What follows belongs to an exercise in optimizing a design on an open flow for small area, a short achievable clock period and few clock cycles per item; a production flow would make more cautious choices.
Only simulation tests tie the RTL to the original design; equivalence was not proved.
Power is estimated from default activity; no workload was simulated.

==> module exec_unit, before the edit <==
module exec_unit (
	input  logic               clk,
	input  logic               reset,
	input  logic               cmd_valid,
	output logic               cmd_ready,
	input  alu_pkg::alu_op_e   cmd_op,
	input  exec_pkg::reg_idx_t cmd_rs1,
	input  exec_pkg::reg_idx_t cmd_rs2,
	input  exec_pkg::reg_idx_t cmd_rd,
	input  logic               cmd_use_imm,
	input  alu_pkg::word_t     cmd_imm,
	output logic               res_valid,
	input  logic               res_ready,
	output exec_pkg::reg_idx_t res_rd,
	output alu_pkg::word_t     res_data
);
	localparam int W = 32;
	logic               ex_valid;
	logic [exec_pkg::SEL_W-1:0] ex_sel;
	logic               ex_sub;
	exec_pkg::reg_idx_t ex_rd;
	logic [W-1:0]       ex_a;    
	logic [W-1:0]       ex_b;    
	logic [3:0]         ex_sh_lo;   
	logic [3:0]         ex_sh_mid;  
	logic               ex_sh_hi;   
	logic [W-1:0]       ex_res;
	logic               r0_valid, r1_valid;
	exec_pkg::reg_idx_t r0_rd, r1_rd;
	logic [W-1:0]       r0_data, r1_data;
	logic take, push, accept;
	assign take      = r0_valid && res_ready;
	assign push      = ex_valid;
	assign cmd_ready = take ? !(r1_valid && ex_valid) : !(r0_valid && (r1_valid || ex_valid));
	assign accept    = cmd_valid && cmd_ready;
	logic [W-1:0] rf_a, rf_b;
	regfile u_regfile (
		.clk(clk), .reset(reset),
		.rd_idx_a(cmd_rs1), .rd_idx_b(cmd_rs2),
		.rd_data_a(rf_a), .rd_data_b(rf_b),
		.wr_en(ex_valid && ex_rd != '0), .wr_idx(ex_rd), .wr_data(ex_res)
	);
	logic ex_hit_a, ex_hit_b;
	assign ex_hit_a = ex_valid && ex_rd != '0 && ex_rd == cmd_rs1;
	assign ex_hit_b = ex_valid && ex_rd != '0 && ex_rd == cmd_rs2 && !cmd_use_imm;
	logic in_sub, in_sl;
	assign in_sub = cmd_op == alu_pkg::ALU_SUB || cmd_op == alu_pkg::ALU_SLT
		|| cmd_op == alu_pkg::ALU_SLTU;
	assign in_sl = cmd_op == alu_pkg::ALU_SL;
	logic [exec_pkg::SEL_W-1:0] in_sel;
	always_comb begin
		in_sel = '0;
		in_sel[exec_pkg::SEL_ARITH] = cmd_op == alu_pkg::ALU_ADD || cmd_op == alu_pkg::ALU_SUB;
		in_sel[exec_pkg::SEL_P]     = cmd_op == alu_pkg::ALU_ADD || cmd_op == alu_pkg::ALU_SUB
			|| cmd_op == alu_pkg::ALU_XOR;
		in_sel[exec_pkg::SEL_AND]   = cmd_op == alu_pkg::ALU_AND;
		in_sel[exec_pkg::SEL_OR]    = cmd_op == alu_pkg::ALU_OR;
		in_sel[exec_pkg::SEL_SR]    = cmd_op == alu_pkg::ALU_SRL || cmd_op == alu_pkg::ALU_SRA;
		in_sel[exec_pkg::SEL_SRA]   = cmd_op == alu_pkg::ALU_SRA;
		in_sel[exec_pkg::SEL_SL]    = in_sl;
		in_sel[exec_pkg::SEL_LTS]   = cmd_op == alu_pkg::ALU_SLT;
		in_sel[exec_pkg::SEL_LTU]   = cmd_op == alu_pkg::ALU_SLTU;
	end
	logic [W-1:0] in_a, in_b, in_a_rev;
	assign in_a = ex_hit_a ? ex_res : rf_a;
	assign in_b = ex_hit_b ? ex_res : (cmd_use_imm ? cmd_imm : rf_b);
	always_comb begin
		for (int i = 0; i < W; i++) in_a_rev[i] = in_a[W-1-i];
	end
	alu u_alu (
		.sel(ex_sel), .sub(ex_sub),
		.a(ex_a), .b_x(ex_b),
		.sh_lo(ex_sh_lo), .sh_mid(ex_sh_mid), .sh_hi(ex_sh_hi),
		.result(ex_res)
	);
	always_ff @(posedge clk) begin
		if (reset) begin
			ex_valid <= 1'b0;
			r0_valid <= 1'b0;
			r1_valid <= 1'b0;
		end else begin
			ex_valid <= accept;
			if (take) begin
				r0_valid <= r1_valid || push;
				r1_valid <= push && r1_valid;
			end else begin
				r0_valid <= r0_valid || push;
				r1_valid <= r1_valid || (push && r0_valid);
			end
		end
	end
	always_ff @(posedge clk) begin
		ex_sel <= in_sel;
		ex_sub <= in_sub;
		ex_rd  <= cmd_rd;
		ex_a   <= in_sl ? in_a_rev : in_a;
		ex_b   <= in_b ^ {W{in_sub}};
		ex_sh_lo  <= 4'b0001 << in_b[1:0];
		ex_sh_mid <= 4'b0001 << in_b[3:2];
		ex_sh_hi  <= in_b[4];
	end
	always_ff @(posedge clk) begin
		if (take || !r0_valid) begin
			r0_rd   <= r1_valid ? r1_rd : ex_rd;
			r0_data <= r1_valid ? r1_data : ex_res;
		end
		if (take || !r1_valid) begin
			r1_rd   <= ex_rd;
			r1_data <= ex_res;
		end
	end
	assign res_valid = r0_valid;
	assign res_rd    = r0_rd;
	assign res_data  = r0_data;
endmodule
==> flow/config.mk <==
export PLATFORM = sky130hd
export DESIGN_NAME = exec_unit
export DESIGN_NICKNAME = exec_unit
export VERILOG_FILES = /design/flow/design.v
export SDC_FILE = /design/flow/constraint.sdc
export NUM_CORES = 4
export LEC_CHECK = 0
export CAP_MARGIN = 20
export CORE_MARGIN = 2
export CORE_UTILIZATION = 65
export CTS_BUF_LIST = sky130_fd_sc_hd__clkbuf_8
export CTS_CLUSTER_DIAMETER = 50
export CTS_CLUSTER_SIZE = 14
export SETUP_SLACK_MARGIN = 4.0
export SLEW_MARGIN = 20
==> flow/constraint.sdc <==
create_clock -name core_clock -period 7.0 [get_ports {clk}]
set_input_delay 1.4000 -clock core_clock [delete_from_list [all_inputs] [get_ports {clk}]]
set_output_delay 1.4000 -clock core_clock [all_outputs]
set_load 0.01 [all_outputs]
run.sh (not shown) runs the stock make flow with config.mk's settings and CLKGATE_MAP_FILE= SYNTH_SCRIPT=/design/flow/synth_recipe.tcl, a recipe that flattens the netlist after the stock synthesis.
Testbench counts at the start, summed over its fixed seeds: cycles 16,016, items 16,000.
Edit:
--- a/flow/design.v
+++ b/flow/design.v
@@ -170,15 +170,15 @@
 	logic [3:0]         ex_sh_lo;   
 	logic [3:0]         ex_sh_mid;  
 	logic               ex_sh_hi;   
 	logic [W-1:0]       ex_res;
-	logic               r0_valid, r1_valid;
-	exec_pkg::reg_idx_t r0_rd, r1_rd;
-	logic [W-1:0]       r0_data, r1_data;
+	logic               r0_valid, r1_valid, r2_valid;
+	exec_pkg::reg_idx_t r0_rd, r1_rd, r2_rd;
+	logic [W-1:0]       r0_data, r1_data, r2_data;
 	logic take, push, accept;
 	assign take      = r0_valid && res_ready;
 	assign push      = ex_valid;
-	assign cmd_ready = take ? !(r1_valid && ex_valid) : !(r0_valid && (r1_valid || ex_valid));
+	assign cmd_ready = !r2_valid && !(r1_valid && ex_valid);
 	assign accept    = cmd_valid && cmd_ready;
 	logic [W-1:0] rf_a, rf_b;
 	regfile u_regfile (
 		.clk(clk), .reset(reset),
@@ -223,16 +223,19 @@
 		if (reset) begin
 			ex_valid <= 1'b0;
 			r0_valid <= 1'b0;
 			r1_valid <= 1'b0;
+			r2_valid <= 1'b0;
 		end else begin
 			ex_valid <= accept;
 			if (take) begin
 				r0_valid <= r1_valid || push;
-				r1_valid <= push && r1_valid;
+				r1_valid <= r2_valid || (push && r1_valid);
+				r2_valid <= push && r2_valid;
 			end else begin
 				r0_valid <= r0_valid || push;
 				r1_valid <= r1_valid || (push && r0_valid);
+				r2_valid <= r2_valid || (push && r1_valid);
 			end
 		end
 	end
 	always_ff @(posedge clk) begin
@@ -250,10 +253,14 @@
 			r0_rd   <= r1_valid ? r1_rd : ex_rd;
 			r0_data <= r1_valid ? r1_data : ex_res;
 		end
 		if (take || !r1_valid) begin
-			r1_rd   <= ex_rd;
-			r1_data <= ex_res;
+			r1_rd   <= r2_valid ? r2_rd : ex_rd;
+			r1_data <= r2_valid ? r2_data : ex_res;
+		end
+		if (take || !r2_valid) begin
+			r2_rd   <= ex_rd;
+			r2_data <= ex_res;
 		end
 	end
 	assign res_valid = r0_valid;
 	assign res_rd    = r0_rd;
Effect:
- worst setup slack gains 0.25 ns
- sequential cell count rose by 37
- power rises by 4.7%
- final area climbs by 3.6%
- sequential power is higher by 6.5%
- die area is higher by 3.2%
- wire length grows by 1.7%
- global-route usage is lower by 0.44 points
- worst hold slack hardly moves
- count of clock-buffer cells in the layout rose by 4
- via count rises by 2.5%
- synthesized area rose by 3.2%
Testbench counts after the change, summed over its fixed seeds: cycles 16,016, items 16,000.

separate check: timing with driven ports:
In the flow no input, the clock included, has a driving cell. The finished layouts below were timed again as built, in two steps.
Step 1 assumes that a clkbuf_16 drives the clock port and a buf_2 every other input.
Step 2 adds t to the input delays and takes it off the output delays; t is the mean of the earliest and latest rising clock arrival at the registers after step 1. Input paths then give back, and output paths get back, about the clock's delay inside the block.
Slacks: ideal / step 1 / step 2; pairs: ideal / step 1.
| run | t, ns | slack for setup (ns) | clock arrival spread, ns | pins driven straight from the clock port |
|---|---|---|---|---|
| the first run | 0.775 | 3.603 / 3.603 / 3.141 | 0.064 / 0.064 | 1 |
| the second run | 0.781 | 3.854 / 3.854 / 3.100 | 0.067 / 0.067 | 1 |
After both steps setup and hold are still met in every run listed. For the second run, which loses most, drivers alone change the setup slack by 0.000 ns; drivers and shift together by -0.754 ns.
